From an optimization exercise on the open Yosys and OpenROAD flow, aimed at small area, a short achievable clock period and few clock cycles; shortcuts taken in it are not production practice.
RTL that was checked went through simulation tests only; none was proved equivalent to the original.
No functional check of the RTL was part of runs 4 and 5.
No activity file was given, so power comes from the tool's default toggle rates.

[flow/design.v]
`default_nettype none
package ss_pkg;
	localparam int WAYS  = 3;   
	localparam int XLEN  = 16;
	localparam int PC_W  = 8;   
	localparam int REG_W = 3;
	localparam logic [3:0] OP_NOP  = 4'h0;
	localparam logic [3:0] OP_ADD  = 4'h1;
	localparam logic [3:0] OP_SUB  = 4'h2;
	localparam logic [3:0] OP_ADDI = 4'h3;
	localparam logic [3:0] OP_BNZ  = 4'h4;   
	localparam logic [3:0] OP_HALT = 4'h5;
endpackage
`default_nettype wire
`timescale 1ns/1ps
`default_nettype none
module reg_file (
	input  logic        clock,
	input  logic        reset,
	input  logic        wr_en,
	input  logic [2:0]  wr_rd,
	input  logic [15:0] wr_data,
	input  logic        wr_zero,
	input  logic [2:0]  rs1,
	input  logic [2:0]  rs2,
	output logic [15:0] rd1,
	output logic [15:0] rd2,
	output logic [7:0]  nz
);
	logic [16*8-1:0] regs;
	assign regs[15:0] = '0;
	always_ff @(posedge clock) begin
		for (int r = 1; r < 8; r++) begin
			if (!reset)
				regs[16*r +: 16] <= '0;
			else if (wr_en && wr_rd == 3'(r))
				regs[16*r +: 16] <= wr_data;
		end
	end
	assign rd1 = regs[16*rs1 +: 16];
	assign rd2 = regs[16*rs2 +: 16];
	assign nz[0] = 1'b0;
	always_ff @(posedge clock) begin
		for (int r = 1; r < 8; r++) begin
			if (!reset)
				nz[r] <= 1'b0;
			else if (wr_en && wr_rd == 3'(r))
				nz[r] <= !wr_zero;
		end
	end
endmodule
`default_nettype wire
`timescale 1ns/1ps
`default_nettype none
module fetch_unit (
	input  logic        clock,
	input  logic        reset,
	output logic [7:0]  imem_addr,
	input  logic [31:0] instr,       
	output logic [2:0]  rs1,         
	output logic [2:0]  rs2,
	input  logic [15:0] rd1,
	input  logic [15:0] rd2,
	input  logic [7:0]  reg_nz,      
	input  logic        x_wr,        
	input  logic [2:0]  x_rd,
	input  logic [15:0] x_sum,
	input  logic        x_zero,      
	input  logic        x_miss,      
	input  logic [7:0]  x_alt,       
	output logic [1:0]  d_valid,
	output logic [7:0]  d_pc,
	output logic [5:0]  d_rd,
	output logic        d_alu,
	output logic        d_sub,
	output logic [1:0]  d_halt,
	output logic [15:0] d_a,
	output logic [15:0] d_b,
	output logic        d_pred       
);
	logic [7:0]  pc;
	logic        stopped;
	logic [5:0]  rd, rs1_w, rs2_w;
	logic [1:0]  is_alu, is_sub, is_addi, is_bnz, is_halt, wr, use1, use2;
	logic [31:0] imm;
	logic [15:0] target;
	logic [15:0] a, b;
	logic        fwd1, fwd2, pred;
	logic [1:0]  nz, taken, valid;
	assign imem_addr = pc;
	for (genvar w = 0; w < 2; w++) begin : g_dec
		decode_stage u_dec (
			.instr   (instr[16*w +: 16]),
			.rd      (rd[3*w +: 3]),
			.rs1     (rs1_w[3*w +: 3]),
			.rs2     (rs2_w[3*w +: 3]),
			.is_alu  (is_alu[w]),
			.is_sub  (is_sub[w]),
			.is_addi (is_addi[w]),
			.is_bnz  (is_bnz[w]),
			.is_halt (is_halt[w]),
			.wr      (wr[w]),
			.use1    (use1[w]),
			.use2    (use2[w]),
			.imm     (imm[16*w +: 16]),
			.target  (target[8*w +: 8])
		);
	end
	assign rs1  = rs1_w[2:0];
	assign rs2  = rs2_w[2:0];
	assign fwd1 = x_wr && x_rd == rs1;
	assign fwd2 = x_wr && x_rd == rs2;
	assign a    = fwd1 ? x_sum : rd1;
	assign b    = fwd2 ? x_sum : rd2;
	always_comb begin
		for (int w = 0; w < 2; w++)
			nz[w] = x_wr && x_rd == rs1_w[3*w +: 3] ? !x_zero : reg_nz[rs1_w[3*w +: 3]];
		pred     = is_bnz[1] && wr[0] && rd[2:0] == rs1_w[5:3];
		taken[0] = is_bnz[0] && nz[0];
		taken[1] = is_bnz[1] && (pred || nz[1]);
		valid[0] = !stopped;
		valid[1] = !stopped && !taken[0] && !is_halt[0] && !is_alu[1];
	end
	always_ff @(posedge clock) begin
		if (!reset) begin
			pc      <= '0;
			stopped <= 1'b0;
		end else if (x_miss) begin
			pc      <= x_alt;   
		end else if (!stopped) begin
			if (taken[0])
				pc <= target[7:0];
			else if (valid[1] && taken[1])
				pc <= target[15:8];
			else if (valid[1])
				pc <= pc + 8'd2;
			else
				pc <= pc + 8'd1;
			stopped <= is_halt[0] || (valid[1] && is_halt[1]);
		end
	end
	always_ff @(posedge clock) begin
		d_valid <= valid;
		d_pc    <= pc;
		d_rd    <= rd;
		d_alu   <= is_alu[0];
		d_sub   <= is_sub[0];
		d_halt  <= is_halt;
		d_a     <= is_sub[0] ? ~a : a;
		d_b     <= is_addi[0] ? imm[15:0] : b;
		d_pred  <= valid[1] && pred;
		if (!reset || x_miss) begin
			d_valid <= '0;
			d_pred  <= 1'b0;
		end
	end
endmodule
`default_nettype wire
`timescale 1ns/1ps
`default_nettype none
module decode_stage (
	input  logic [15:0] instr,
	output logic [2:0]  rd,
	output logic [2:0]  rs1,
	output logic [2:0]  rs2,
	output logic        is_alu,    
	output logic        is_sub,
	output logic        is_addi,
	output logic        is_bnz,
	output logic        is_halt,
	output logic        wr,        
	output logic        use1,      
	output logic        use2,      
	output logic [15:0] imm,       
	output logic [7:0]  target     
);
	logic [3:0] op;
	assign op      = instr[15:12];
	assign rd      = instr[11:9];
	assign rs1     = instr[8:6];
	assign rs2     = instr[5:3];
	assign is_alu  = op == ss_pkg::OP_ADD || op == ss_pkg::OP_SUB || op == ss_pkg::OP_ADDI;
	assign is_sub  = op == ss_pkg::OP_SUB;
	assign is_addi = op == ss_pkg::OP_ADDI;
	assign is_bnz  = op == ss_pkg::OP_BNZ;
	assign is_halt = op == ss_pkg::OP_HALT;
	assign wr      = is_alu && rd != 3'd0;
	assign use1    = (is_alu || is_bnz) && rs1 != 3'd0;
	assign use2    = (op == ss_pkg::OP_ADD || op == ss_pkg::OP_SUB) && rs2 != 3'd0;
	assign imm     = {{10{instr[5]}}, instr[5:0]};
	assign target  = {2'b00, instr[5:0]};
endmodule
`default_nettype wire
`timescale 1ns/1ps
`default_nettype none
module exec_stage (
	input  logic        d_sub,
	input  logic [15:0] d_a,
	input  logic [15:0] d_b,
	output logic [15:0] sum,
	output logic        zero
);
	ks_add16 u_add (
		.a   (d_a),
		.b   (d_b),
		.inv (d_sub),
		.s   (sum)
	);
	assign zero = (d_a ^ d_b) == (d_sub ? 16'hffff : {d_a[14:0] | d_b[14:0], 1'b0});
endmodule
module ks_add16 (
	input  logic [15:0] a,
	input  logic [15:0] b,
	input  logic        inv,
	output logic [15:0] s
);
	logic [15:0] p, g;
	logic [15:0] gl [5];
	logic [15:0] pl [5];
	always_comb begin
		p = a ^ b;
		g = a & b;
		gl[0] = g;
		pl[0] = p;
		for (int l = 0; l < 4; l++) begin
			for (int i = 0; i < 16; i++) begin
				if (i >= (1 << l)) begin
					gl[l+1][i] = gl[l][i] | (pl[l][i] & gl[l][i - (1 << l)]);
					pl[l+1][i] = pl[l][i] & pl[l][i - (1 << l)];
				end else begin
					gl[l+1][i] = gl[l][i];
					pl[l+1][i] = pl[l][i];
				end
			end
		end
		s = (p ^ {16{inv}}) ^ {gl[4][14:0], 1'b0};
	end
endmodule
`default_nettype wire
`timescale 1ns/1ps
`default_nettype none
module ss_pipeline (
	input  logic         clock,
	input  logic         reset,
	output logic [7:0]   imem_addr,
	input  logic [47:0]  imem_data,
	output logic [2:0]   commit_valid,
	output logic [23:0]  commit_pc,
	output logic [2:0]   commit_wr_en,
	output logic [8:0]   commit_rd,
	output logic [47:0]  commit_data,
	output logic [2:0]   commit_stop,
	output logic         halted
);
	logic [2:0]  rs1, rs2;
	logic [15:0] rd1, rd2;
	logic [7:0]  reg_nz;
	logic [1:0]  d_valid, d_halt;
	logic        d_alu, d_sub, d_pred;
	logic [7:0]  d_pc;
	logic [5:0]  d_rd;
	logic [15:0] d_a, d_b;
	logic [15:0] sum;
	logic        zero;
	logic        x_wr, x_miss;
	logic [1:0]  c_valid, c_stop;
	logic        c_wr_en;
	logic [7:0]  c_pc;
	logic [5:0]  c_rd;
	logic [15:0] c_data;
	assign x_wr   = d_valid[0] && d_alu && d_rd[2:0] != 3'd0;
	assign x_miss = d_pred && zero;
	fetch_unit u_fetch (
		.clock     (clock),
		.reset     (reset),
		.imem_addr (imem_addr),
		.instr     (imem_data[31:0]),
		.rs1       (rs1),
		.rs2       (rs2),
		.rd1       (rd1),
		.rd2       (rd2),
		.reg_nz    (reg_nz),
		.x_wr      (x_wr),
		.x_rd      (d_rd[2:0]),
		.x_sum     (sum),
		.x_zero    (zero),
		.x_miss    (x_miss),
		.x_alt     (d_pc + 8'd2),
		.d_valid   (d_valid),
		.d_pc      (d_pc),
		.d_rd      (d_rd),
		.d_alu     (d_alu),
		.d_sub     (d_sub),
		.d_halt    (d_halt),
		.d_a       (d_a),
		.d_b       (d_b),
		.d_pred    (d_pred)
	);
	reg_file u_reg_file (
		.clock   (clock),
		.reset   (reset),
		.wr_en   (x_wr),
		.wr_rd   (d_rd[2:0]),
		.wr_data (sum),
		.wr_zero (zero),
		.rs1     (rs1),
		.rs2     (rs2),
		.rd1     (rd1),
		.rd2     (rd2),
		.nz      (reg_nz)
	);
	exec_stage u_exec (
		.d_sub (d_sub),
		.d_a   (d_a),
		.d_b   (d_b),
		.sum   (sum),
		.zero  (zero)
	);
	always_ff @(posedge clock) begin
		c_valid <= d_valid;
		c_pc    <= d_pc;
		c_wr_en <= d_alu;
		c_rd    <= d_rd;
		c_data  <= d_alu ? sum : 16'd0;
		c_stop  <= d_halt;
		if (!reset)
			c_valid <= '0;
	end
	assign commit_valid = {1'b0, c_valid};
	assign commit_pc    = {8'd0, c_pc + 8'd1, c_pc};
	assign commit_wr_en = {2'b00, c_wr_en};
	assign commit_rd    = {3'd0, c_rd};
	assign commit_data  = {32'd0, c_data};
	assign commit_stop  = {1'b0, c_stop};
	always_ff @(posedge clock) begin
		if (!reset)
			halted <= 1'b0;
		else if (|(c_valid & c_stop))
			halted <= 1'b1;   
	end
endmodule
`default_nettype wire
[flow/flow/run.sh]
#!/bin/bash
# The standard layout (standard synthesis, floorplan, placement, CTS,
# routing), except that the port buffers placed before global placement
# are sky130_fd_sc_hd__buf_2 rather than the flow's default choice (a
# clkdlybuf4s50 delay buffer), which is slow on the input and output
# paths. Make's full output goes to flow_make.log in this folder; ORFS
# keeps each step's log under orfs/logs.
set -euo pipefail
bash standard.sh "BUFFER_PORTS_ARGS=-buffer_cell sky130_fd_sc_hd__buf_2" finish > flow_make.log 2>&1
[flow/standard.sh]
#!/bin/bash
# synth_recipe.tcl (not shown) runs the flow's synth.tcl, then flattens the netlist and writes it again
# the make line also repeats each setting of config.mk as NAME=value (left out here)
make -C /OpenROAD-flow-scripts/flow DESIGN_CONFIG=/design/flow/config.mk WORK_HOME=/design/flow/orfs CLKGATE_MAP_FILE= SYNTH_SCRIPT=/design/flow/synth_recipe.tcl "${@:-finish}"
[flow/config.mk]
export PLATFORM = sky130hd
export DESIGN_NAME = ss_pipeline
export DESIGN_NICKNAME = ss_pipeline
export VERILOG_FILES = /design/flow/design.v
export SDC_FILE = /design/flow/constraint.sdc
export NUM_CORES = 4
export LEC_CHECK = 0
export CAP_MARGIN = 20
export CORE_MARGIN = 2
export CORE_UTILIZATION = 30
export GPL_ROUTABILITY_DRIVEN = 0
export SETUP_SLACK_MARGIN = 3
export SLEW_MARGIN = 20
[flow/constraint.sdc]
create_clock -name core_clock -period 6.0 [get_ports {clock}]
set_input_delay 1.2000 -clock core_clock [delete_from_list [all_inputs] [get_ports {clock}]]
set_output_delay 1.2000 -clock core_clock [all_outputs]
set_load 0.01 [all_outputs]
==> reports/results.txt, run 1 <==
Outcome: complete, no violations
Critical Path AT: 3.43 ns
Synth Area in XOR/XNOR: 5.72%
Die Area: 0.0402 mm^2
CTS root buf: clkbuf_16
H-tree lvl count: 1
Async set-or-reset flop fraction in the synthesized netlist: 0%
Non-filler cells, final: 1,850
EDFF count, synth: 0
Crit path required time: 6.43 ns
Area leader, netlist: dfxtp_1
Tmin final: 3.00 ns
Nets: 1,405
Syn Area/Cell: 9.28 um^2
Hold Path Class: flip-flop to flip-flop
Ys flop type: dfxtp_1
ANT nets after route: 0
R2R setup slack: 3.00 ns
Post-DR wirelength/cell: 17.7 um
Most common cell after layout, fill and taps aside: dfxtp_1
Reg2reg start: u_fetch.d_a[9]
Hold path start: u_fetch.d_rd[3]
Clock sinks: 217
Share of the synthesized area in the top cell type: 37.5%
Power per cell area: 265 mW/mm^2
Simple-Gate Fraction of Synth Area: 14.0%
Seq/Total Area, Yosys: 37.5%
Synthesis-stage register bit count: 217
Clock latency on the worst-skew pair: 0.54 ns
Final Worst Setup Slack: 3.00 ns
Die Wd: 201 um
First-pass GRT wire length: 50.1 mm
Final HPWL DP: 20.5 mm
Critical path class: flip-flop to flip-flop
DR vias/cell: 5.20
Remaining DRCs: 0
# fillers: 3,807
Worst hold endpoint: c_rd[3]
Core Region: 0.0378 mm^2
Slew Limit Headroom: 30.7%
Max-cap violation count: 0
Skew final: 0.0210 ns
Ant diodes: 0
Vias after detailed routing: 9,611
TritonCTS clock tree: done
Setup_tns: 0 ns
TritonRoute pass-1 iters: 5
Vias in the first global route: 8,971
Largest net degree at the start of global routing: 85
Most frequent cells in the layout: dfxtp_1, nand2_1, o211a_1
Critical path's slowest cell: or3b_4
Unrepaired setup endpoints after global routing: true
Area taken by multi-input logic gates: 0.00698 mm^2
Compound-Gate Fraction of Synth Area: 19.8%
Initial Util: 30.6%
Ys Warns: 6
FMAX: 334 MHz
Placed cell count: 1,772
Final Setup Violations: 0
Worst path cell trace: inv_1, ha_2, xor2_1, nand2_1, nand4_1, nor3_2, or3b_4, o211a_4, a211oi_1, nor3_1, o221a_1
Final cycle utilization of the critical path: 50.0%
Slew Limit Fails: 0
Num CTS Buffers: 24
Seq. cell area: 0.00435 mm^2
Worst-Margin Slew: 1.03 ns
Port Buffers: 85
Placement Rows: 71
Initial DRC Count: 688
Post-Syn Area: 0.0116 mm^2
Synth cell types: 64
Hold path depth: 0
Peak supply drop: 0.000194 V
Crit start category: flip-flop
Clk slew on worst S/H paths: 0.07 ns
Final hold slack: 0.325 ns
Share of post-route cells with drive strength above 1: 24.0%
Final hold violation count: 0
DP Worst Slack: 1.94 ns
Portion of netlist area occupied by mux cells: 11.4%
Area contributors post-synth: dfxtp_1, o211a_1, mux4_2
Crit path max fanout: 6
Max incr delay on CP: 0.47 ns
Crit Reg-Reg Endpoint: u_fetch.pc[0]
Area added between synthesis and finish: 20.2%
Adder-Cell Fraction of Synth Area: 3.67%
Largest family of logic cells by synthesized area: compound AO/OA/AOI/OAI gates
Post-Route WL: 32.8 mm
Worst r2r path cells: 11
Leakage power: 0.00656 uW
Die span in y: 201 um
Global Route Usage Sum: 15.4%
Critical path capture point type: flip-flop
Clock buffer depth: 3
GRT overflow: 0
Initial antenna violation count: 1
I/O pin total: 149
Cells after Synth: 1,248
[cell type report]
type                       instances  share of cell area [%]
multi-input combinational        889                    50.1
sequential                       217                    31.3
timing repair buffer             131                    6.33
clock buffer                      31                    5.02
tap                              511                    4.59
inverter                          58                    1.56
clock inverter                    13                    1.12
[power breakdown]
group          internal, uW  total, uW  switching [uW]
registers              1490       1540            47.2
logic                   219        576             357
clock network           951       1580             626
total                  2660       3690            1030
[logic make-up after synthesis]
family	count (synthesis)
AND/OR/NAND/NOR	347
other	1
multiplexers	85
flip-flops	217
XOR/XNOR	74
buffers and inverters	190
AO/OA/AOI/OAI	300
adder cells (fa/ha/maj)	34
[state kept, by name (all words and copies together), names as in the netlist]
name and count:
u_fetch.d_sub 1, c_stop 2, c_data 16, u_fetch.d_valid 2, halted 1, c_pc 8, u_fetch.d_a 16, u_fetch.d_pred 1
u_reg_file.regs 112, u_fetch.d_pc 8, c_valid 2, u_fetch.d_b 16, c_wr_en 1, u_fetch.pc 8, u_fetch.d_alu 1, u_fetch.d_halt 2
u_fetch.d_rd 6, c_rd 6, u_fetch.stopped 1, u_reg_file.nz 7
[cells in the mapped netlist (all sizes together) (34+ instances only)]
cell and instances:
dfxtp 217, nand2 151, o211a 100, nor2 72
buf 68, clkbuf 64, a21oi 63, inv 58
o21ai 44, xor2 42, ha 34, mux4 34
[timing repair]
action,4_1_cts,5_1_grt
buffers inserted,9,20
hold buffers,0,0
pin swaps,8,19
setup endpoints to repair,75,53
gates resized for setup,33,53
gates cloned,1,3
[worst max path at each step]
stage,start,to,cells past startpoint
after floorplan,imem_data[7],u_fetch.pc[1],9
after global placement,imem_data[8],u_fetch.pc[4],10
after detailed placement,imem_data[8],u_fetch.pc[4],10
after CTS,c_pc[0],commit_pc[15],5
after global routing,imem_data[7],u_fetch.pc[1],11
final,u_fetch.d_a[9],u_fetch.pc[0],11
[stage by stage]
| stage | util [%] | power [uW] | instance area [um^2] |
|---|---|---|---|
| 6_report | 36.8 | 3690 | 13900 |
| 5_1_grt | 36.8 | 3840 | 13900 |
| 4_1_cts | 35.4 | 3650 | 13400 |
| 3_5_place_dp | 32.5 | 2050 | 12300 |
| 3_3_place_gp | 32.5 | 2050 | 12300 |
| 2_1_floorplan | - | 1920 | 11800 |
[layer usage]
metal | global-route usage [%] | share of wire, % | vias to the layer above
met3 | 2.74 | 6.7 | 44
met4 | 4.47 | 1.7 | 2
met1 | 20.1 | 44 | 4736
li1 | - | - | 4531
met2 | 26.0 | 48 | 298
met5 | 0 | 0.037 | -
[worst max-delay path, delay by kind of cell, from the launching register on]
family / cells / cell delay, ns
compound gates: 3 / 0.81
xor+xnor: 1 / 0.23
fa+ha+maj: 1 / 0.32
buf+inv: 1 / 0.06
flops: 1 / 0.37
simple gates: 5 / 1.11
Testbench counts, summed over its fixed seeds: cycles 7,372.
==> run 2: changes to the inputs <==
--- a/flow/config.mk
+++ b/flow/config.mk
@@ -8,6 +8,5 @@
 export CAP_MARGIN = 20
 export CORE_MARGIN = 2
 export CORE_UTILIZATION = 30
-export GPL_ROUTABILITY_DRIVEN = 0
-export SETUP_SLACK_MARGIN = 3
+export SETUP_SLACK_MARGIN = 3.1
 export SLEW_MARGIN = 20
==> run 2 against run 1 <==
Net effect:
- still clean on timing, DRC and antenna
- critical path depth is 6 lower
- sequential share of layout area fell by 0.37 points
- worst setup slack improved by 0.11 ns
- clock skew is 0.0091 ns lower
- maximum frequency increased by 3.9%
- sequential power about the same
- via count decreased by 0.57%
- sequential cell count unchanged
- combinational power rose by 5.7%
- first-iteration DRC count grew 25%
- register-to-register slack better by 0.14 ns
- area after synthesis unchanged
- critical endpoint is now commit_pc[15]
==> reports/results.txt, run 2 <==
ANT nets after route: 0 (unchanged)
Nets: 1,407 (was 1,405)
Worst path cell trace: and3_4, nand3_2, or2_4, xnor2_2, buf_2 (was inv_1, ha_2, xor2_1, nand2_1, nand4_1, nor3_2, or3b_4, o211a_4, a211oi_1, nor3_1, o221a_1)
Reg2reg start: u_fetch.d_a[6] (was u_fetch.d_a[9])
Total power: 3690 uW (about the same)
Crit path required time: 4.80 ns (was 6.43 ns)
Clk slew on worst S/H paths: 0.06 ns (was 0.07 ns)
Non-filler cells, final: 1,853 (was 1,850)
TritonRoute pass-1 iters: 5 (unchanged)
Setup crit start: c_pc[1] (was u_fetch.d_a[9])
Synth cell types: 64 (unchanged)
Remaining DRCs: 0 (unchanged)
Synth Area in XOR/XNOR: 5.72% (unchanged)
Most frequent cell after synthesis: dfxtp_1 (unchanged)
Critical path's slowest cell: dfxtp_2 (was or3b_4)
Synthesis-stage register bit count: 217 (unchanged)
Skew final: 0.0119 ns (was 0.0210 ns)
Hold Path Class: flip-flop to flip-flop (unchanged)
Area added between synthesis and finish: 21.9% (was 20.2%)
Largest Register: u_reg_file.regs (unchanged)
Clock latency on the worst-skew pair: 0.53 ns (was 0.54 ns)
Cells after Synth: 1,248 (unchanged)
Unrepaired setup endpoints after global routing: true (unchanged)
Post-Route M1 WL: 14.3 mm (about the same)
Outcome: complete, no violations (unchanged)
Area leader, netlist: dfxtp_1 (unchanged)
Setup_tns: 0 ns (unchanged)
Critical path capture point type: output port (was flip-flop)
TritonCTS clock tree: done (unchanged)
GP Congestion: 0.842
Core Region: 0.0378 mm^2 (unchanged)
Top Layer Used: met5 (unchanged)
Max-cap violation count: 0 (unchanged)
Final HPWL DP: 20.6 mm (was 20.5 mm)
Simple-Gate Fraction of Synth Area: 14.0% (unchanged)
Seq. cell area: 0.00436 mm^2 (was 0.00435 mm^2)
Vias after detailed routing: 9,556 (was 9,611)
Leakage power: 0.00663 uW (was 0.00656 uW)
DR vias/cell: 5.16 (was 5.20)
CTS root buf: clkbuf_16 (unchanged)
Adder-Cell Fraction of Synth Area: 3.67% (unchanged)
Most common cell after layout, fill and taps aside: dfxtp_1 (unchanged)
Final hold slack: 0.325 ns (about the same)
FMAX: 347 MHz (was 334 MHz)
Crit start category: flip-flop (unchanged)
First-pass GRT wire length: 51.0 mm (was 50.1 mm)
Ys Warns: 6 (unchanged)
Largest family of logic cells by synthesized area: compound AO/OA/AOI/OAI gates (unchanged)
Clock sinks: 217 (unchanged)
Ys flop type: dfxtp_1 (unchanged)
Portion of netlist area occupied by mux cells: 11.4% (unchanged)
Max reg flops: 112 (unchanged)
Commonest cells post-synth: dfxtp_1, nand2_1, o211a_1 (unchanged)
Final hold violation count: 0 (unchanged)
Post-DR wirelength/cell: 17.8 um (was 17.7 um)
Slew Limit Headroom: 27.6% (was 30.7%)
Die Wd: 201 um (unchanged)
GRT overflow: 0 (unchanged)
Placement Rows: 71 (unchanged)
Placed cell count: 1,775 (was 1,772)
Met3 WL post-DR: 2.34 mm (was 2.18 mm)
Tmin final: 2.88 ns (was 3.00 ns)
Initial Util: 30.6% (unchanged)
I/O pin total: 149 (unchanged)
Post-Route WL: 33.0 mm (was 32.8 mm)
Detail Route met2 WL: 15.7 mm (about the same)
Initial antenna violation count: 2 (was 1)
Compound-Gate Fraction of Synth Area: 19.8% (unchanged)
Share of post-route cells with drive strength above 1: 25.9% (was 24.0%)
Share of the synthesized area in the top cell type: 37.5% (unchanged)
Max incr delay on CP: 0.37 ns (was 0.47 ns)
Slew Limit Fails: 0 (unchanged)
Num CTS Buffers: 25 (was 24)
Post-Syn Area: 0.0116 mm^2 (unchanged)
Final cycle utilization of the critical path: 48.1% (was 50.0%)
Most frequent cells in the layout: dfxtp_1, nand2_1, o211a_1 (unchanged)
Largest net degree at the start of global routing: 94 (was 85)
Final Setup Violations: 0 (unchanged)
Critical Path AT: 1.68 ns (was 3.43 ns)
Hold buffers post-CTS: 0 (unchanged)
Worst-Margin Slew: 1.08 ns (was 1.03 ns)
Syn Area/Cell: 9.28 um^2 (unchanged)
Area taken by multi-input logic gates: 0.00716 mm^2 (was 0.00698 mm^2)
EDFF count, synth: 0 (unchanged)
Seq/Total Area, Yosys: 37.5% (unchanged)
Die Area: 0.0402 mm^2 (unchanged)
Peak supply drop: 0.000168 V (was 0.000194 V)
Power per cell area: 261 mW/mm^2 (was 265 mW/mm^2)
Initial DRC Count: 860 (was 688)
Crit path max fanout: 4 (was 6)
Global Route Usage Sum: 15.7% (was 15.4%)
Die span in y: 201 um (unchanged)
Critical path class: flip-flop to output port (was flip-flop to flip-flop)
Clock buffer depth: 3 (unchanged)
Async set-or-reset flop fraction in the synthesized netlist: 0% (unchanged)
Vias in the first global route: 9,318 (was 8,971)
# fillers: 3,789 (was 3,807)
Port Buffers: 85 (unchanged)
H-tree lvl count: 1 (unchanged)
Area contributors post-synth: dfxtp_1, o211a_1, mux4_2 (unchanged)
Hold path start: u_fetch.d_rd[3] (unchanged)
## run 2: cell counts after synthesis
No cell type changed its count.
## run 2: timing repair
item                       CTS  global route
pin swaps                   10            29
setup buffers               13            17
setup endpoints to repair  103            65
resized for setup           49            73
cloned                       2             0
## run 2: area by class of cell
type,count,area share [%]
multi-input combinational,888,50.7
antenna,1,0.0177
clock inverter,11,0.806
inverter,58,1.54
sequential,217,30.9
tap,511,4.53
timing repair buffer,133,6.40
clock buffer,34,5.09
## run 2: logic make-up after synthesis
group	Yosys count
adders and majority gates	34
DFF	217
and+or+nand+nor	347
buffers and inverters	190
other	1
muxes	85
AOI/OAI and AO/OA	300
xor gates and xnor gates	74
## run 2: critical path, delay by kind of cell, from the launching register on
kind	cells	cell delay, ns
xor+xnor	1	0.12
buf+inv	1	0.14
flops	1	0.37
simple gates	3	0.53
## run 2: metal layers
layer	up-vias	track usage, %
li1	4522	-
met1	4623	20.3
met2	356	26.7
met3	53	2.79
met4	2	4.52
met5	-	0
## run 2: final timing paths
check,endpoint,slack [ns],cells past startpoint
worst max-delay path,commit_pc[15],3.12,5
worst min-delay path,c_rd[3],0.32,0
worst max register to register,u_fetch.pc[0],3.14,11
worst min register to register,c_rd[3],0.32,0
## run 2: stage by stage
step	area, um^2	setup slack, ns	utilization [%]
final	14100	3.12	37.3
after global routing	14100	3.06	37.3
after CTS	13500	3.06	35.8
after detailed placement	12300	2.09	32.6
after global placement	12300	2.13	32.6
after floorplan	11800	2.91	-
## run 2: power by group
| part | internal [uW] | total (uW) | switching (uW) |
|---|---|---|---|
| Sequential | 1490 | 1540 | 48.1 |
| Combinational | 245 | 609 | 363 |
| Clock | 925 | 1540 | 614 |
| Total | 2660 | 3690 | 1030 |
==> run 3: changes to the inputs <==
--- a/flow/config.mk
+++ b/flow/config.mk
@@ -8,5 +8,5 @@
 export CAP_MARGIN = 20
 export CORE_MARGIN = 2
 export CORE_UTILIZATION = 30
-export SETUP_SLACK_MARGIN = 3.1
+export SETUP_SLACK_MARGIN = 2.9
 export SLEW_MARGIN = 20
==> run 3 against run 2 <==
Net effect:
- total power is 1.8% lower
- critical path depth up 6
- still clean on timing, DRC and antenna
- first-iteration DRC count is 21% lower
- area after synthesis did not move
- cell area decreased by 3.2%
- count of clock-buffer cells in the layout decreased by 1
- critical path type is now input pin to flip-flop
==> reports/results.txt, run 3 <==
Unrepaired setup endpoints after global routing: false (was true)
Power per cell area: 265 mW/mm^2 (was 261 mW/mm^2)
Skew final: 0.0110 ns (was 0.0119 ns)
Area contributors post-synth: dfxtp_1, o211a_1, mux4_2 (unchanged)
Crit path max fanout: 36 (was 4)
Sequential power share: 42.5% (was 41.8%)
Outcome: complete, no violations (unchanged)
Critical path capture point type: flip-flop (was output port)
Hold Path Class: flip-flop to flip-flop (unchanged)
Final hold violation count: 0 (unchanged)
Combinational Power Share: 15.3% (was 16.5%)
Net Sw Power: 999 uW (was 1030 uW)
Max reg flops: 112 (unchanged)
Most common cell after layout, fill and taps aside: dfxtp_1 (unchanged)
Clk network pwr share: 42.2% (was 41.7%)
Crit path required time: 6.41 ns (was 4.80 ns)
GR Util met2: 25.8% (was 26.7%)
Post-Route WL: 32.5 mm (was 33.0 mm)
TritonRoute pass-1 iters: 5 (unchanged)
Final Setup Violations: 0 (unchanged)
Cells after Synth: 1,248 (unchanged)
Most frequent cells in the layout: dfxtp_1, nand2_1, o211a_1 (unchanged)
I/O pin total: 149 (unchanged)
Initial DRC Count: 676 (was 860)
Share of post-route cells with drive strength above 1: 22.5% (was 25.9%)
Final cycle utilization of the critical path: 51.0% (was 48.1%)
Die span in y: 201 um (unchanged)
GP Congestion: 0.820 (was 0.842)
Met1 GRT Util: 20.2% (was 20.3%)
Die Area: 0.0402 mm^2 (unchanged)
Met3 Use GR: 2.18% (was 2.79%)
Worst-Margin Slew: 1.04 ns (was 1.08 ns)
Post-DR wirelength/cell: 17.7 um (was 17.8 um)
Async set-or-reset flop fraction in the synthesized netlist: 0% (unchanged)
Largest net degree at the start of global routing: 91 (was 94)
Ant diodes: 0 (was 1)
CTS root buf: clkbuf_16 (unchanged)
TritonCTS clock tree: done (unchanged)
Port Buffers: 85 (unchanged)
Max-cap violation count: 0 (unchanged)
Clk slew on worst S/H paths: 0.07 ns (was 0.06 ns)
Num CTS Buffers: 24 (was 25)
Critical Path AT: 3.47 ns (was 1.68 ns)
Internal: 2620 uW (was 2660 uW)
Crit start category: input pin (was flip-flop)
Commonest cells post-synth: dfxtp_1, nand2_1, o211a_1 (unchanged)
Clock sinks: 217 (unchanged)
H-tree lvl count: 1 (unchanged)
Leakage power: 0.00650 uW (was 0.00663 uW)
Largest Register: u_reg_file.regs (unchanged)
Core Util, Final: 36.1% (was 37.3%)
Most frequent cell after synthesis: dfxtp_1 (unchanged)
Area added between synthesis and finish: 18.0% (was 21.9%)
Ys flop type: dfxtp_1 (unchanged)
Seq/Total Area, Yosys: 37.5% (unchanged)
Share of the synthesized area in the top cell type: 37.5% (unchanged)
Initial Util: 30.6% (unchanged)
Synth cell types: 64 (unchanged)
DR vias/cell: 5.17 (was 5.16)
ANT nets after route: 0 (unchanged)
Die Wd: 201 um (unchanged)
Busiest grt layer: met2 (unchanged)
Ys Warns: 6 (unchanged)
Core Region: 0.0378 mm^2 (unchanged)
Syn Area/Cell: 9.28 um^2 (unchanged)
FMAX: 327 MHz (was 347 MHz)
Hold buffers post-CTS: 0 (unchanged)
Tmin final: 3.06 ns (was 2.88 ns)
Area leader, netlist: dfxtp_1 (unchanged)
Final HPWL DP: 20.6 mm (about the same)
Slew Limit Headroom: 30.2% (was 27.6%)
First-pass GRT wire length: 49.9 mm (was 51.0 mm)
Global Route Usage Sum: 15.3% (was 15.7%)
Peak supply drop: 0.000201 V (was 0.000168 V)
Clock buffer depth: 3 (unchanged)
Nets: 1,397 (was 1,407)
Slew Limit Fails: 0 (unchanged)
Placement Rows: 71 (unchanged)
Net Sw Frac: 27.6% (was 27.8%)
GRT overflow: 0 (unchanged)
Clock latency on the worst-skew pair: 0.53 ns (about the same)
# fillers: 3,871 (was 3,789)
Vias in the first global route: 9,018 (was 9,318)
Critical path class: input pin to flip-flop (was flip-flop to output port)
Setup_tns: 0 ns (unchanged)
Vias after detailed routing: 9,516 (was 9,556)
Remaining DRCs: 0 (unchanged)
Synthesis-stage register bit count: 217 (unchanged)
Post-Syn Area: 0.0116 mm^2 (unchanged)
EDFF count, synth: 0 (unchanged)
Initial antenna violation count: 0 (was 2)
[run 3: cell type report]
class,count,area [um^2],area share (%)
multi-input combinational,889,6870,50.3
sequential,217,4350,31.8
timing repair buffer,123,778,5.69
clock buffer,33,686,5.02
tap,511,639,4.68
inverter,58,218,1.59
clock inverter,10,128,0.934
[run 3: power groups by stage]
| stage | logic [uW] | clock network, uW | registers [uW] |
|---|---|---|---|
| floorplan | 355 | 0 | 1560 |
| global placement | 479 | 0 | 1570 |
| detailed placement | 483 | 0 | 1570 |
| CTS | 504 | 1560 | 1540 |
| global route | 602 | 1620 | 1550 |
| finish | 554 | 1530 | 1540 |
[run 3: cells by family (layout without fill, tap and decap cells)]
kind of cell	Yosys count	after routing	synth area share [%]
fa+ha+maj	34	34	3.67
other cells	1	47	0.0324
flops	217	217	37.5
xor+xnor	74	74	5.72
simple gates	347	349	14.0
mux	85	85	11.4
buf+inv	190	224	7.92
compound gates	300	300	19.8
[run 3: final timing paths]
check / from / end / slack (ns) / depth (start not counted)
hold reg to reg: u_fetch.d_halt[1] / c_stop[1] / 0.33 / 0
hold / removal: u_fetch.d_halt[1] / c_stop[1] / 0.33 / 0
setup reg to reg: u_fetch.d_b[13] / u_fetch.pc[0] / 3.05 / 11
setup / recovery: imem_data[8] / u_fetch.pc[1] / 2.94 / 11
[run 3: through the flow]
step	power (uW)	worst slack [ns]	area (um^2)	hold slack (ns)	std cells
2_1_floorplan	1920	2.88	11800	0.310	1294
3_3_place_gp	2050	1.86	12300	0.310	1775
3_5_place_dp	2050	1.84	12300	0.314	1775
4_1_cts	3600	2.87	13300	0.327	1828
5_1_grt	3770	2.85	13700	0.335	1841
6_report	3620	2.94	13700	0.326	1841
[run 3: metal layers]
| layer | wire length (um) | vias to the layer above |
|---|---|---|
| met5 | 0 | - |
| met4 | 602 | 0 |
| met3 | 2050 | 40 |
| met2 | 15400 | 331 |
| met1 | 14500 | 4633 |
| li1 | - | 4512 |
[run 3: timing repair]
| action | CTS | global route |
|---|---|---|
| cloned | 0 | 3 |
| pin swaps | 4 | 13 |
| buffers inserted | 10 | 10 |
| setup endpoints to repair | 53 | 58 |
| resized for setup | 23 | 47 |
[run 3: worst max-delay path, stage by stage]
cell	delay [ns]
buf_2	0.11
buf_12	0.17
xor2_1	0.20
nor4_4	0.23
buf_4	0.18
and3_1	0.16
nand3b_1	0.28
and2_4	0.28
or4_4	0.47
o31ai_2	0.07
o31ai_1	0.08
==> run 4: changes to the inputs <==
--- a/flow/design.v
+++ b/flow/design.v
@@ -64,7 +64,6 @@
 	input  logic [7:0]  reg_nz,      
 	input  logic        x_wr,        
 	input  logic [2:0]  x_rd,
-	input  logic [15:0] x_sum,
 	input  logic        x_zero,      
 	input  logic        x_miss,      
 	input  logic [7:0]  x_alt,       
@@ -76,6 +75,8 @@
 	output logic [1:0]  d_halt,
 	output logic [15:0] d_a,
 	output logic [15:0] d_b,
+	output logic        d_fa,        
+	output logic        d_fb,        
 	output logic        d_pred       
 );
 	logic [7:0]  pc;
@@ -110,8 +111,8 @@
 	assign rs2  = rs2_w[2:0];
 	assign fwd1 = x_wr && x_rd == rs1;
 	assign fwd2 = x_wr && x_rd == rs2;
-	assign a    = fwd1 ? x_sum : rd1;
-	assign b    = fwd2 ? x_sum : rd2;
+	assign a    = rd1;
+	assign b    = rd2;
 	always_comb begin
 		for (int w = 0; w < 2; w++)
 			nz[w] = x_wr && x_rd == rs1_w[3*w +: 3] ? !x_zero : reg_nz[rs1_w[3*w +: 3]];
@@ -148,6 +149,8 @@
 		d_halt  <= is_halt;
 		d_a     <= is_sub[0] ? ~a : a;
 		d_b     <= is_addi[0] ? imm[15:0] : b;
+		d_fa    <= fwd1;
+		d_fb    <= fwd2 && !is_addi[0];
 		d_pred  <= valid[1] && pred;
 		if (!reset || x_miss) begin
 			d_valid <= '0;
@@ -197,16 +200,22 @@
 	input  logic        d_sub,
 	input  logic [15:0] d_a,
 	input  logic [15:0] d_b,
+	input  logic        d_fa,
+	input  logic        d_fb,
+	input  logic [15:0] last,        
 	output logic [15:0] sum,
 	output logic        zero
 );
+	logic [15:0] x, y;
+	assign x = d_fa ? (d_sub ? ~last : last) : d_a;
+	assign y = d_fb ? last : d_b;
 	ks_add16 u_add (
-		.a   (d_a),
-		.b   (d_b),
+		.a   (x),
+		.b   (y),
 		.inv (d_sub),
 		.s   (sum)
 	);
-	assign zero = (d_a ^ d_b) == (d_sub ? 16'hffff : {d_a[14:0] | d_b[14:0], 1'b0});
+	assign zero = (x ^ y) == (d_sub ? 16'hffff : {x[14:0] | y[14:0], 1'b0});
 endmodule
 module ks_add16 (
 	input  logic [15:0] a,
@@ -260,6 +269,7 @@
 	logic [7:0]  d_pc;
 	logic [5:0]  d_rd;
 	logic [15:0] d_a, d_b;
+	logic        d_fa, d_fb;
 	logic [15:0] sum;
 	logic        zero;
 	logic        x_wr, x_miss;
@@ -282,7 +292,6 @@
 		.reg_nz    (reg_nz),
 		.x_wr      (x_wr),
 		.x_rd      (d_rd[2:0]),
-		.x_sum     (sum),
 		.x_zero    (zero),
 		.x_miss    (x_miss),
 		.x_alt     (d_pc + 8'd2),
@@ -294,6 +303,8 @@
 		.d_halt    (d_halt),
 		.d_a       (d_a),
 		.d_b       (d_b),
+		.d_fa      (d_fa),
+		.d_fb      (d_fb),
 		.d_pred    (d_pred)
 	);
 	reg_file u_reg_file (
@@ -313,6 +324,9 @@
 		.d_sub (d_sub),
 		.d_a   (d_a),
 		.d_b   (d_b),
+		.d_fa  (d_fa),
+		.d_fb  (d_fb),
+		.last  (c_data),
 		.sum   (sum),
 		.zero  (zero)
 	);
--- a/flow/config.mk
+++ b/flow/config.mk
@@ -7,6 +7,6 @@
 export LEC_CHECK = 0
 export CAP_MARGIN = 20
 export CORE_MARGIN = 2
-export CORE_UTILIZATION = 30
-export SETUP_SLACK_MARGIN = 2.9
+export CORE_UTILIZATION = 40
+export SETUP_SLACK_MARGIN = 3
 export SLEW_MARGIN = 20
==> run 4 against run 3 <==
Net effect:
- worst setup slack lost 0.65 ns
- register-to-register slack got worse by 0.76 ns
- sequential share of layout area decreased by 0.79 points
- critical path type is now flip-flop to flip-flop
==> reports/results.txt, run 4 <==
Most frequent cell after synthesis: dfxtp_1 (unchanged)
Commonest cells post-synth: dfxtp_1, nor2_1, a211oi_1 (was dfxtp_1, nand2_1, o211a_1)
Area added between synthesis and finish: 21.0% (was 18.0%)
Initial antenna violation count: 0 (unchanged)
GRT overflow: 0 (unchanged)
Most frequent CP cell: or4_4
Max incr delay on CP: 0.49 ns (was 0.47 ns)
Post-DR wirelength/cell: 19.3 um (was 17.7 um)
Final Setup Violations: 0 (unchanged)
Syn Area/Cell: 9.25 um^2 (was 9.28 um^2)
TritonRoute pass-1 iters: 5 (unchanged)
EDFF count, synth: 0 (unchanged)
First-pass GRT wire length: 52.3 mm (was 49.9 mm)
Placement Rows: 62 (was 71)
GR Util met2: 34.0% (was 25.8%)
Initial Util: 40.7% (was 30.6%)
Async set-or-reset flop fraction in the synthesized netlist: 0% (unchanged)
Power per cell area: 258 mW/mm^2 (was 265 mW/mm^2)
Leakage power: 0.00543 uW (was 0.00650 uW)
Crit path required time: 6.41 ns (about the same)
Most common cell after layout, fill and taps aside: dfxtp_1 (unchanged)
Final hold violation count: 0 (unchanged)
Worst path cell trace: bufbuf_16, a21o_1, ha_4, o22ai_1, or4_1, or4_4, or4_4, o21a_4, mux2_4, o32ai_2, a21oi_1 (was buf_2, buf_12, xor2_1, nor4_4, buf_4, and3_1, nand3b_1, and2_4, or4_4, o31ai_2, o31ai_1)
Net Sw Frac: 27.3% (was 27.6%)
CTS root buf: clkbuf_16 (unchanged)
Clock sinks: 219 (was 217)
Vias after detailed routing: 9,730 (was 9,516)
DR vias/cell: 5.58 (was 5.17)
FMAX: 270 MHz (was 327 MHz)
Die Area: 0.0307 mm^2 (was 0.0402 mm^2)
Skew final: 0.0190 ns (was 0.0110 ns)
Initial DRC Count: 840 (was 676)
Busiest grt layer: met2 (unchanged)
Sequential power share: 42.3% (was 42.5%)
Largest Register: u_reg_file.regs (unchanged)
Unrepaired setup endpoints after global routing: true (was false)
Met1 GRT Util: 30.3% (was 20.2%)
Slew Limit Headroom: 36.2% (was 30.2%)
Most frequent cells in the layout: dfxtp_1, nor2_1, buf_2 (was dfxtp_1, nand2_1, o211a_1)
Clk slew on worst S/H paths: 0.07 ns (about the same)
Post-Syn Area: 0.0117 mm^2 (was 0.0116 mm^2)
Core Region: 0.0288 mm^2 (was 0.0378 mm^2)
Nets: 1,429 (was 1,397)
GP Congestion: 0.840 (was 0.820)
Crit path max fanout: 17 (was 36)
Post-Route WL: 33.7 mm (was 32.5 mm)
Num CTS Buffers: 25 (was 24)
Critical path capture point type: flip-flop (unchanged)
Hold Path Class: flip-flop to flip-flop (unchanged)
Remaining DRCs: 0 (unchanged)
Max-cap violation count: 0 (unchanged)
Cells after Synth: 1,266 (was 1,248)
Port Buffers: 85 (unchanged)
Worst-Margin Slew: 0.954 ns (was 1.04 ns)
Setup_tns: 0 ns (unchanged)
Final HPWL DP: 20.8 mm (was 20.6 mm)
Clock latency on the worst-skew pair: 0.53 ns (about the same)
Seq/Total Area, Yosys: 37.4% (was 37.5%)
Internal: 2660 uW (was 2620 uW)
Synth cell types: 68 (was 64)
DP Worst Slack: 1.34 ns (was 1.84 ns)
Net Sw Power: 999 uW (about the same)
Met3 Use GR: 3.02% (was 2.18%)
Ys Warns: 6 (unchanged)
Crit start category: flip-flop (was input pin)
Final Worst Setup Slack: 2.29 ns (was 2.94 ns)
I/O pin total: 149 (unchanged)
Peak supply drop: 0.000199 V (was 0.000201 V)
Share of post-route cells with drive strength above 1: 26.8% (was 22.5%)
Ant diodes: 0 (unchanged)
Critical Path AT: 4.11 ns (was 3.47 ns)
Critical path class: flip-flop to flip-flop (was input pin to flip-flop)
Die span in y: 175 um (was 201 um)
Ys flop type: dfxtp_1 (unchanged)
Area contributors post-synth: dfxtp_1, mux4_2, a211oi_1 (was dfxtp_1, o211a_1, mux4_2)
Synthesis-stage register bit count: 219 (was 217)
Vias in the first global route: 9,204 (was 9,018)
Area leader, netlist: dfxtp_1 (unchanged)
H-tree lvl count: 1 (unchanged)
Clock buffer depth: 3 (unchanged)
Largest net degree at the start of global routing: 61 (was 91)
Outcome: complete, no violations (unchanged)
Clk network pwr share: 42.3% (was 42.2%)
Final cycle utilization of the critical path: 61.8% (was 51.0%)
Critical path's slowest cell: or4_1 (was or4_4)
Slew Limit Fails: 0 (unchanged)
Tmin final: 3.71 ns (was 3.06 ns)
Combinational Power Share: 15.4% (was 15.3%)
ANT nets after route: 0 (unchanged)
TritonCTS clock tree: done (unchanged)
Die Wd: 175 um (was 201 um)
Global Route Usage Sum: 21.4% (was 15.3%)
Max reg flops: 112 (unchanged)
Share of the synthesized area in the top cell type: 37.4% (was 37.5%)
==> run 4: cell count changes after synthesis, sizes merged, moves of 13 or more <==
cell and change:
a211oi +94, o211a -99, nand3 +16, nor3 -14, nor2 +78, a21oi -13, mux2 +18, a21o +16
o31ai +13, clkbuf +17, nand2 -113
==> run 4: through the flow <==
step                utilization, %  std cells  power, uW  cell area [um^2]  hold slack [ns]
floorplan                        -       1312       1930             12100            0.310
global placement              43.3       1660       2060             12500            0.310
detailed placement            43.3       1660       2060             12500            0.312
CTS                           48.3       1734       3640             13900            0.326
global route                  49.3       1745       3790             14200            0.337
finish                        49.3       1745       3660             14200            0.321
==> run 4: final timing paths <==
kind	from	endpoint	slack, ns	cells after the start
max	u_fetch.d_fa	u_fetch.pc[3]	2.29	11
min	u_fetch.d_halt[1]	c_stop[1]	0.32	0
max reg2reg	u_fetch.d_fa	u_fetch.pc[3]	2.29	11
min reg2reg	u_fetch.d_halt[1]	c_stop[1]	0.32	0
==> run 4: kinds of logic after synthesis <==
logic type,after synthesis,share of synthesized area (%)
compound gates,318,19.1
simple gates,293,11.6
flops,219,37.4
buf+inv,207,8.32
mux,107,13.4
xor+xnor,87,6.51
fa+ha+maj,34,3.63
other cells,1,0.0320
==> run 4: cell type report <==
cell class / instances / area [um^2]
Fill cell: 2659 / 14600
Timing Repair Buffer: 148 / 1060
Tap cell: 384 / 480
Multi-Input combinational cell: 886 / 7160
Clock inverter: 6 / 87.6
Clock buffer: 37 / 741
Sequential cell: 219 / 4400
Inverter: 65 / 249
==> run 4: critical path: cells and delay by family, from the launching register on <==
family	cells	cell delay, ns
multiplexers	1	0.32
adder cells (fa/ha/maj)	1	0.29
AND/OR/NAND/NOR	3	1.43
AO/OA/AOI/OAI	5	0.86
flip-flops	1	0.38
buffers and inverters	1	0.30
==> run 4: metal layers <==
layer,vias to the layer above,share of wire (%)
li1,4642,-
met1,4690,45
met2,342,46
met3,56,6.7
met4,0,2.5
met5,-,0
==> run 4: timing repair <==
| action | in CTS | in global routing |
|---|---|---|
| pin swaps | 20 | 16 |
| gates resized for setup | 66 | 32 |
| setup buffers | 30 | 10 |
| gates cloned | 1 | 1 |
| setup endpoints to repair | 140 | 105 |
| hold buffers | 0 | 0 |
==> run 4: power groups by stage <==
stage | sequential [uW] | clock (uW) | combinational [uW]
final | 1550 | 1550 | 562
after CTS | 1540 | 1560 | 530
after global placement | 1580 | 0 | 481
after floorplan | 1570 | 0 | 364
after detailed placement | 1580 | 0 | 485
after global routing | 1550 | 1630 | 610
==> run 5: changes to the inputs <==
--- a/flow/design.v
+++ b/flow/design.v
@@ -64,19 +64,20 @@
 	input  logic [7:0]  reg_nz,      
 	input  logic        x_wr,        
 	input  logic [2:0]  x_rd,
+	input  logic [15:0] x_sum,
 	input  logic        x_zero,      
 	input  logic        x_miss,      
 	input  logic [7:0]  x_alt,       
 	output logic [1:0]  d_valid,
 	output logic [7:0]  d_pc,
 	output logic [5:0]  d_rd,
-	output logic        d_alu,
+	output logic        d_alu,       
+	output logic        d_aw,        
+	output logic [2:0]  d_xrd,       
 	output logic        d_sub,
 	output logic [1:0]  d_halt,
 	output logic [15:0] d_a,
 	output logic [15:0] d_b,
-	output logic        d_fa,        
-	output logic        d_fb,        
 	output logic        d_pred       
 );
 	logic [7:0]  pc;
@@ -86,7 +87,7 @@
 	logic [31:0] imm;
 	logic [15:0] target;
 	logic [15:0] a, b;
-	logic        fwd1, fwd2, pred;
+	logic        fwd1, fwd2, pred, aw;
 	logic [1:0]  nz, taken, valid;
 	assign imem_addr = pc;
 	for (genvar w = 0; w < 2; w++) begin : g_dec
@@ -107,12 +108,13 @@
 			.target  (target[8*w +: 8])
 		);
 	end
-	assign rs1  = rs1_w[2:0];
-	assign rs2  = rs2_w[2:0];
+	assign aw   = !is_alu[0];
+	assign rs1  = aw ? rs1_w[5:3] : rs1_w[2:0];
+	assign rs2  = aw ? rs2_w[5:3] : rs2_w[2:0];
 	assign fwd1 = x_wr && x_rd == rs1;
 	assign fwd2 = x_wr && x_rd == rs2;
-	assign a    = rd1;
-	assign b    = rd2;
+	assign a    = fwd1 ? x_sum : rd1;
+	assign b    = fwd2 ? x_sum : rd2;
 	always_comb begin
 		for (int w = 0; w < 2; w++)
 			nz[w] = x_wr && x_rd == rs1_w[3*w +: 3] ? !x_zero : reg_nz[rs1_w[3*w +: 3]];
@@ -120,7 +122,7 @@
 		taken[0] = is_bnz[0] && nz[0];
 		taken[1] = is_bnz[1] && (pred || nz[1]);
 		valid[0] = !stopped;
-		valid[1] = !stopped && !taken[0] && !is_halt[0] && !is_alu[1];
+		valid[1] = !stopped && !taken[0] && !is_halt[0] && !(is_alu[0] && is_alu[1]);
 	end
 	always_ff @(posedge clock) begin
 		if (!reset) begin
@@ -144,16 +146,17 @@
 		d_valid <= valid;
 		d_pc    <= pc;
 		d_rd    <= rd;
-		d_alu   <= is_alu[0];
-		d_sub   <= is_sub[0];
+		d_alu   <= is_alu[0] || (valid[1] && is_alu[1]);
+		d_aw    <= aw;
+		d_xrd   <= aw ? rd[5:3] : rd[2:0];
+		d_sub   <= aw ? is_sub[1] : is_sub[0];
 		d_halt  <= is_halt;
-		d_a     <= is_sub[0] ? ~a : a;
-		d_b     <= is_addi[0] ? imm[15:0] : b;
-		d_fa    <= fwd1;
-		d_fb    <= fwd2 && !is_addi[0];
+		d_a     <= (aw ? is_sub[1] : is_sub[0]) ? ~a : a;
+		d_b     <= (aw ? is_addi[1] : is_addi[0]) ? (aw ? imm[31:16] : imm[15:0]) : b;
 		d_pred  <= valid[1] && pred;
 		if (!reset || x_miss) begin
 			d_valid <= '0;
+			d_alu   <= 1'b0;
 			d_pred  <= 1'b0;
 		end
 	end
@@ -200,22 +203,16 @@
 	input  logic        d_sub,
 	input  logic [15:0] d_a,
 	input  logic [15:0] d_b,
-	input  logic        d_fa,
-	input  logic        d_fb,
-	input  logic [15:0] last,        
 	output logic [15:0] sum,
 	output logic        zero
 );
-	logic [15:0] x, y;
-	assign x = d_fa ? (d_sub ? ~last : last) : d_a;
-	assign y = d_fb ? last : d_b;
 	ks_add16 u_add (
-		.a   (x),
-		.b   (y),
+		.a   (d_a),
+		.b   (d_b),
 		.inv (d_sub),
 		.s   (sum)
 	);
-	assign zero = (x ^ y) == (d_sub ? 16'hffff : {x[14:0] | y[14:0], 1'b0});
+	assign zero = (d_a ^ d_b) == (d_sub ? 16'hffff : {d_a[14:0] | d_b[14:0], 1'b0});
 endmodule
 module ks_add16 (
 	input  logic [15:0] a,
@@ -265,11 +262,12 @@
 	logic [15:0] rd1, rd2;
 	logic [7:0]  reg_nz;
 	logic [1:0]  d_valid, d_halt;
-	logic        d_alu, d_sub, d_pred;
+	logic        d_alu, d_aw, d_sub, d_pred;
+	logic [2:0]  d_xrd;
+	logic        c_aw;
 	logic [7:0]  d_pc;
 	logic [5:0]  d_rd;
 	logic [15:0] d_a, d_b;
-	logic        d_fa, d_fb;
 	logic [15:0] sum;
 	logic        zero;
 	logic        x_wr, x_miss;
@@ -278,7 +276,7 @@
 	logic [7:0]  c_pc;
 	logic [5:0]  c_rd;
 	logic [15:0] c_data;
-	assign x_wr   = d_valid[0] && d_alu && d_rd[2:0] != 3'd0;
+	assign x_wr   = d_alu && d_xrd != 3'd0;
 	assign x_miss = d_pred && zero;
 	fetch_unit u_fetch (
 		.clock     (clock),
@@ -291,7 +289,8 @@
 		.rd2       (rd2),
 		.reg_nz    (reg_nz),
 		.x_wr      (x_wr),
-		.x_rd      (d_rd[2:0]),
+		.x_rd      (d_xrd),
+		.x_sum     (sum),
 		.x_zero    (zero),
 		.x_miss    (x_miss),
 		.x_alt     (d_pc + 8'd2),
@@ -299,19 +298,19 @@
 		.d_pc      (d_pc),
 		.d_rd      (d_rd),
 		.d_alu     (d_alu),
+		.d_aw      (d_aw),
+		.d_xrd     (d_xrd),
 		.d_sub     (d_sub),
 		.d_halt    (d_halt),
 		.d_a       (d_a),
 		.d_b       (d_b),
-		.d_fa      (d_fa),
-		.d_fb      (d_fb),
 		.d_pred    (d_pred)
 	);
 	reg_file u_reg_file (
 		.clock   (clock),
 		.reset   (reset),
 		.wr_en   (x_wr),
-		.wr_rd   (d_rd[2:0]),
+		.wr_rd   (d_xrd),
 		.wr_data (sum),
 		.wr_zero (zero),
 		.rs1     (rs1),
@@ -324,9 +323,6 @@
 		.d_sub (d_sub),
 		.d_a   (d_a),
 		.d_b   (d_b),
-		.d_fa  (d_fa),
-		.d_fb  (d_fb),
-		.last  (c_data),
 		.sum   (sum),
 		.zero  (zero)
 	);
@@ -334,6 +330,7 @@
 		c_valid <= d_valid;
 		c_pc    <= d_pc;
 		c_wr_en <= d_alu;
+		c_aw    <= d_aw;
 		c_rd    <= d_rd;
 		c_data  <= d_alu ? sum : 16'd0;
 		c_stop  <= d_halt;
@@ -342,9 +339,9 @@
 	end
 	assign commit_valid = {1'b0, c_valid};
 	assign commit_pc    = {8'd0, c_pc + 8'd1, c_pc};
-	assign commit_wr_en = {2'b00, c_wr_en};
+	assign commit_wr_en = {1'b0, c_wr_en && c_aw, c_wr_en && !c_aw};
 	assign commit_rd    = {3'd0, c_rd};
-	assign commit_data  = {32'd0, c_data};
+	assign commit_data  = {16'd0, c_aw ? c_data : 16'd0, c_aw ? 16'd0 : c_data};
 	assign commit_stop  = {1'b0, c_stop};
 	always_ff @(posedge clock) begin
 		if (!reset)
==> run 5 against run 4 <==
Net effect:
- combinational power rose by about 90%
- core utilization rose by 1.6 points
- clock skew fell by 0.0089 ns
- clock power hardly changed
- sequential share of layout area is 0.47 points lower
- global-route usage up 1.5 points
- cell count rose by 13%
- die area increased by 0.32%
- count of clock-buffer cells in the layout decreased by 4
- worst setup slack improved by 0.68 ns
- critical path type is now input pin to flip-flop
- largest cell class unchanged
==> reports/results.txt, run 5 <==
Outcome: complete, no violations (unchanged)
TritonCTS clock tree: done (unchanged)
Largest Register: u_reg_file.regs (unchanged)
Share of the synthesized area in the top cell type: 37.8% (was 37.4%)
Crit start category: input pin (was flip-flop)
Core Region: 0.0288 mm^2 (unchanged)
Die span in y: 175 um (about the same)
Crit path max fanout: 7 (was 17)
Net Sw Power: 1360 uW (was 999 uW)
Initial Util: 40.8% (was 40.7%)
Nets: 1,658 (was 1,429)
Port Buffers: 102 (was 85)
EDFF count, synth: 0 (unchanged)
Worst r2r path cells: 13 (was 11)
Critical Path AT: 3.42 ns (was 4.11 ns)
Async set-or-reset flop fraction in the synthesized netlist: 0% (unchanged)
Area contributors post-synth: dfxtp_1, a211oi_1, nand2_1 (was dfxtp_1, mux4_2, a211oi_1)
Area leader, netlist: dfxtp_1 (unchanged)
Vias in the first global route: 10,153 (was 9,204)
Synthesis-stage register bit count: 222 (was 219)
Crit path required time: 6.39 ns (was 6.41 ns)
# fillers: 2,702 (was 2,659)
Final hold violation count: 0 (unchanged)
Share of post-route cells with drive strength above 1: 22.2% (was 26.8%)
ANT nets after route: 0 (unchanged)
Critical path capture point type: flip-flop (unchanged)
Initial DRC Count: 1,134 (was 840)
Die Wd: 175 um (about the same)
Placement Rows: 62 (unchanged)
Die Area: 0.0308 mm^2 (was 0.0307 mm^2)
Post-DR wirelength/cell: 18.9 um (was 19.3 um)
FMAX: 330 MHz (was 270 MHz)
Synth cell types: 79 (was 68)
Area added between synthesis and finish: 24.5% (was 21.0%)
Ant diodes: 0 (unchanged)
Clock buffer depth: 3 (unchanged)
Clk network pwr share: 36.1% (was 42.3%)
H-tree lvl count: 1 (unchanged)
Initial antenna violation count: 0 (unchanged)
Slew Limit Fails: 0 (unchanged)
DR vias/cell: 5.59 (was 5.58)
Remaining DRCs: 0 (unchanged)
Commonest cells post-synth: nand2_1, dfxtp_1, nor2_1 (was dfxtp_1, nor2_1, a211oi_1)
Final Setup Violations: 0 (unchanged)
Max-cap violation count: 0 (unchanged)
Internal: 2870 uW (was 2660 uW)
Syn Area/Cell: 7.97 um^2 (was 9.25 um^2)
Ys Warns: 6 (unchanged)
Skew final: 0.0101 ns (was 0.0190 ns)
Unrepaired setup endpoints after global routing: true (unchanged)
Largest net degree at the start of global routing: 67 (was 61)
Hold Path Class: flip-flop to flip-flop (unchanged)
Max reg flops: 112 (unchanged)
Most common cell after layout, fill and taps aside: nand2_1 (was dfxtp_1)
Final HPWL DP: 21.8 mm (was 20.8 mm)
Sequential power share: 38.6% (was 42.3%)
Leakage power: 0.00551 uW (was 0.00543 uW)
Num CTS Buffers: 24 (was 25)
Ys flop type: dfxtp_1 (unchanged)
Slew Limit Headroom: 20.4% (was 36.2%)
CTS root buf: clkbuf_16 (unchanged)
Worst-Margin Slew: 1.19 ns (was 0.954 ns)
Seq/Total Area, Yosys: 37.8% (was 37.4%)
First-pass GRT wire length: 55.9 mm (was 52.3 mm)
Total power: 4230 uW (was 3660 uW)
Clk slew on worst S/H paths: 0.06 ns (was 0.07 ns)
Net Sw Frac: 32.1% (was 27.3%)
Post-Route WL: 37.3 mm (was 33.7 mm)
Setup_tns: 0 ns (unchanged)
Peak supply drop: 0.000189 V (was 0.000199 V)
Combinational Power Share: 25.3% (was 15.4%)
TritonRoute pass-1 iters: 5 (unchanged)
Hold path start: u_fetch.d_rd[4] (was u_fetch.d_halt[1])
Reg2reg start: u_fetch.d_b[6] (was u_fetch.d_fa)
Clock latency on the worst-skew pair: 0.53 ns (about the same)
Critical path class: input pin to flip-flop (was flip-flop to flip-flop)
I/O pin total: 149 (unchanged)
Post-Syn Area: 0.0118 mm^2 (was 0.0117 mm^2)
Hold path depth: 0 (unchanged)
Worst hold endpoint: c_rd[4] (was c_stop[1])
Vias after detailed routing: 11,019 (was 9,730)
Final cycle utilization of the critical path: 50.5% (was 61.8%)
Cells after Synth: 1,475 (was 1,266)
Clock sinks: 222 (was 219)
Crit Reg-Reg Endpoint: u_fetch.pc[4] (was u_fetch.pc[3])
Most frequent cells in the layout: nand2_1, dfxtp_1, nor2_1 (was dfxtp_1, nor2_1, buf_2)
Power per cell area: 289 mW/mm^2 (was 258 mW/mm^2)
Global Route Usage Sum: 22.9% (was 21.4%)
Tmin final: 3.03 ns (was 3.71 ns)
Most frequent cell after synthesis: nand2_1 (was dfxtp_1)
GP Congestion: 0.880 (was 0.840)
GRT overflow: 0 (unchanged)
R2R setup slack: 2.99 ns (was 2.29 ns)
run 5: cell types whose count changed after synthesis, moves of 13 or more:
cell / before / now
buf_4: 50 / 32
o31ai_1: 18 / 3
mux4_2: 34 / 2
a21oi_1: 49 / 97
xor2_1: 46 / 23
inv_1: 65 / 40
nand3_1: 31 / 64
a221oi_1: 21 / 3
mux2_2: 49 / 5
nor2b_1: 7 / 20
nand2_1: 38 / 225
a211oi_1: 95 / 118
a31oi_1: 5 / 18
and2_1: 5 / 38
run 5: cells by family after synthesis:
family | count (synthesis) | synth area share (%)
and+or+nand+nor | 556 | 21.3
AOI/OAI and AO/OA | 368 | 20.6
DFF | 222 | 37.8
buffers and inverters | 177 | 7.08
xor gates and xnor gates | 74 | 5.58
muxes | 43 | 4.00
adders and majority gates | 34 | 3.62
other | 1 | 0.0319
run 5: power groups by stage:
stage | clock, uW | sequential [uW] | combinational, uW
global placement | 0 | 1660 | 843
global route | 1600 | 1640 | 1140
detailed placement | 0 | 1660 | 850
floorplan | 0 | 1630 | 612
finish | 1530 | 1630 | 1070
CTS | 1550 | 1630 | 931
run 5: stage by stage:
stage	cell area [um^2]	utilization [%]	hold WS [ns]	instances	worst slack, ns
2_1_floorplan	12000	-	0.310	1504	2.79
3_3_place_gp	12500	43.4	0.310	1875	1.32
3_5_place_dp	12500	43.4	0.312	1875	1.31
4_1_cts	13900	48.2	0.325	1938	2.98
5_1_grt	14600	50.8	0.329	1972	2.94
6_report	14600	50.8	0.323	1972	2.97
run 5: repair_timing:
action | in CTS | in global routing
setup endpoints to repair | 57 | 89
gates cloned | 7 | 5
setup buffers | 16 | 28
gates resized for setup | 54 | 99
pin swaps | 9 | 40
hold buffers | 0 | 0
run 5: worst max-delay path, cell delays in order:
cell       delay [ns]
buf_4            0.17
a31oi_1          0.17
nor3_1           0.08
o2111ai_2        0.36
a211oi_4         0.11
or2_4            0.26
a21oi_4          0.20
mux2_4           0.36
and4_1           0.21
nor3_2           0.21
o31ai_1          0.09
run 5: per-layer routing:
metal  share of wire, %  GRT usage, %  up-vias  wire length (um)
met2                 46          37.7      495             17200
met1                 43          29.9     5171             15900
met4                3.8          9.10        0              1400
li1                   -             -     5254                 -
met5                  0             0        -                 0
met3                7.5          3.64       99              2810
run 5: final cells by class:
| type | instances | area [um^2] | share of cell area [%] |
|---|---|---|---|
| multi-input combinational | 1110 | 7440 | 50.9 |
| sequential | 222 | 4470 | 30.6 |
| timing repair buffer | 173 | 1250 | 8.55 |
| clock buffer | 33 | 686 | 4.69 |
| tap | 384 | 480 | 3.28 |
| inverter | 41 | 168 | 1.15 |
| clock inverter | 7 | 114 | 0.778 |
| timing repair inverter | 2 | 17.5 | 0.120 |
run 5: worst max path at each step:
stage,startpoint,to
2_1_floorplan,imem_data[8],u_fetch.pc[4]
3_3_place_gp,imem_data[15],u_fetch.d_b[15]
3_5_place_dp,imem_data[15],u_fetch.d_b[15]
4_1_cts,imem_data[7],u_fetch.pc[4]
5_1_grt,u_fetch.d_b[6],u_fetch.pc[6]
6_report,imem_data[7],u_fetch.pc[4]

==> static timing again, ports no longer ideal <==
How much do the figures lean on ideal ports? The routed layouts below were timed once more, with nothing changed but the port constraints. Step 1 (the two cells are an assumption about what drives the block):
set clk [get_ports {clock}]
set_driving_cell -lib_cell sky130_fd_sc_hd__clkbuf_16 $clk
set_driving_cell -lib_cell sky130_fd_sc_hd__buf_2 [delete_from_list [all_inputs] $clk]
Step 2 also shifts input and output timing later by t, the mid clock arrival at the registers, as if the neighbouring blocks saw the same clock. a / b / c = ideal / step 1 / step 2; a / b = the first two.
run	shift t [ns]	setup WS [ns]	cell pins on the clock port's net
run 1	0.585	3.002 / 2.999 / 2.427	1
run 2	0.571	3.116 / 3.065 / 2.607	1
run 3	0.575	2.941 / 2.969 / 2.394	1
run 4	0.570	2.292 / 2.292 / 1.881	1
run 5	0.579	2.971 / 2.990 / 2.422	1
After both steps every run listed still meets setup and hold. The setup slack of run 1, which loses most, moves by -0.003 ns with the drivers and by -0.575 ns with both steps.
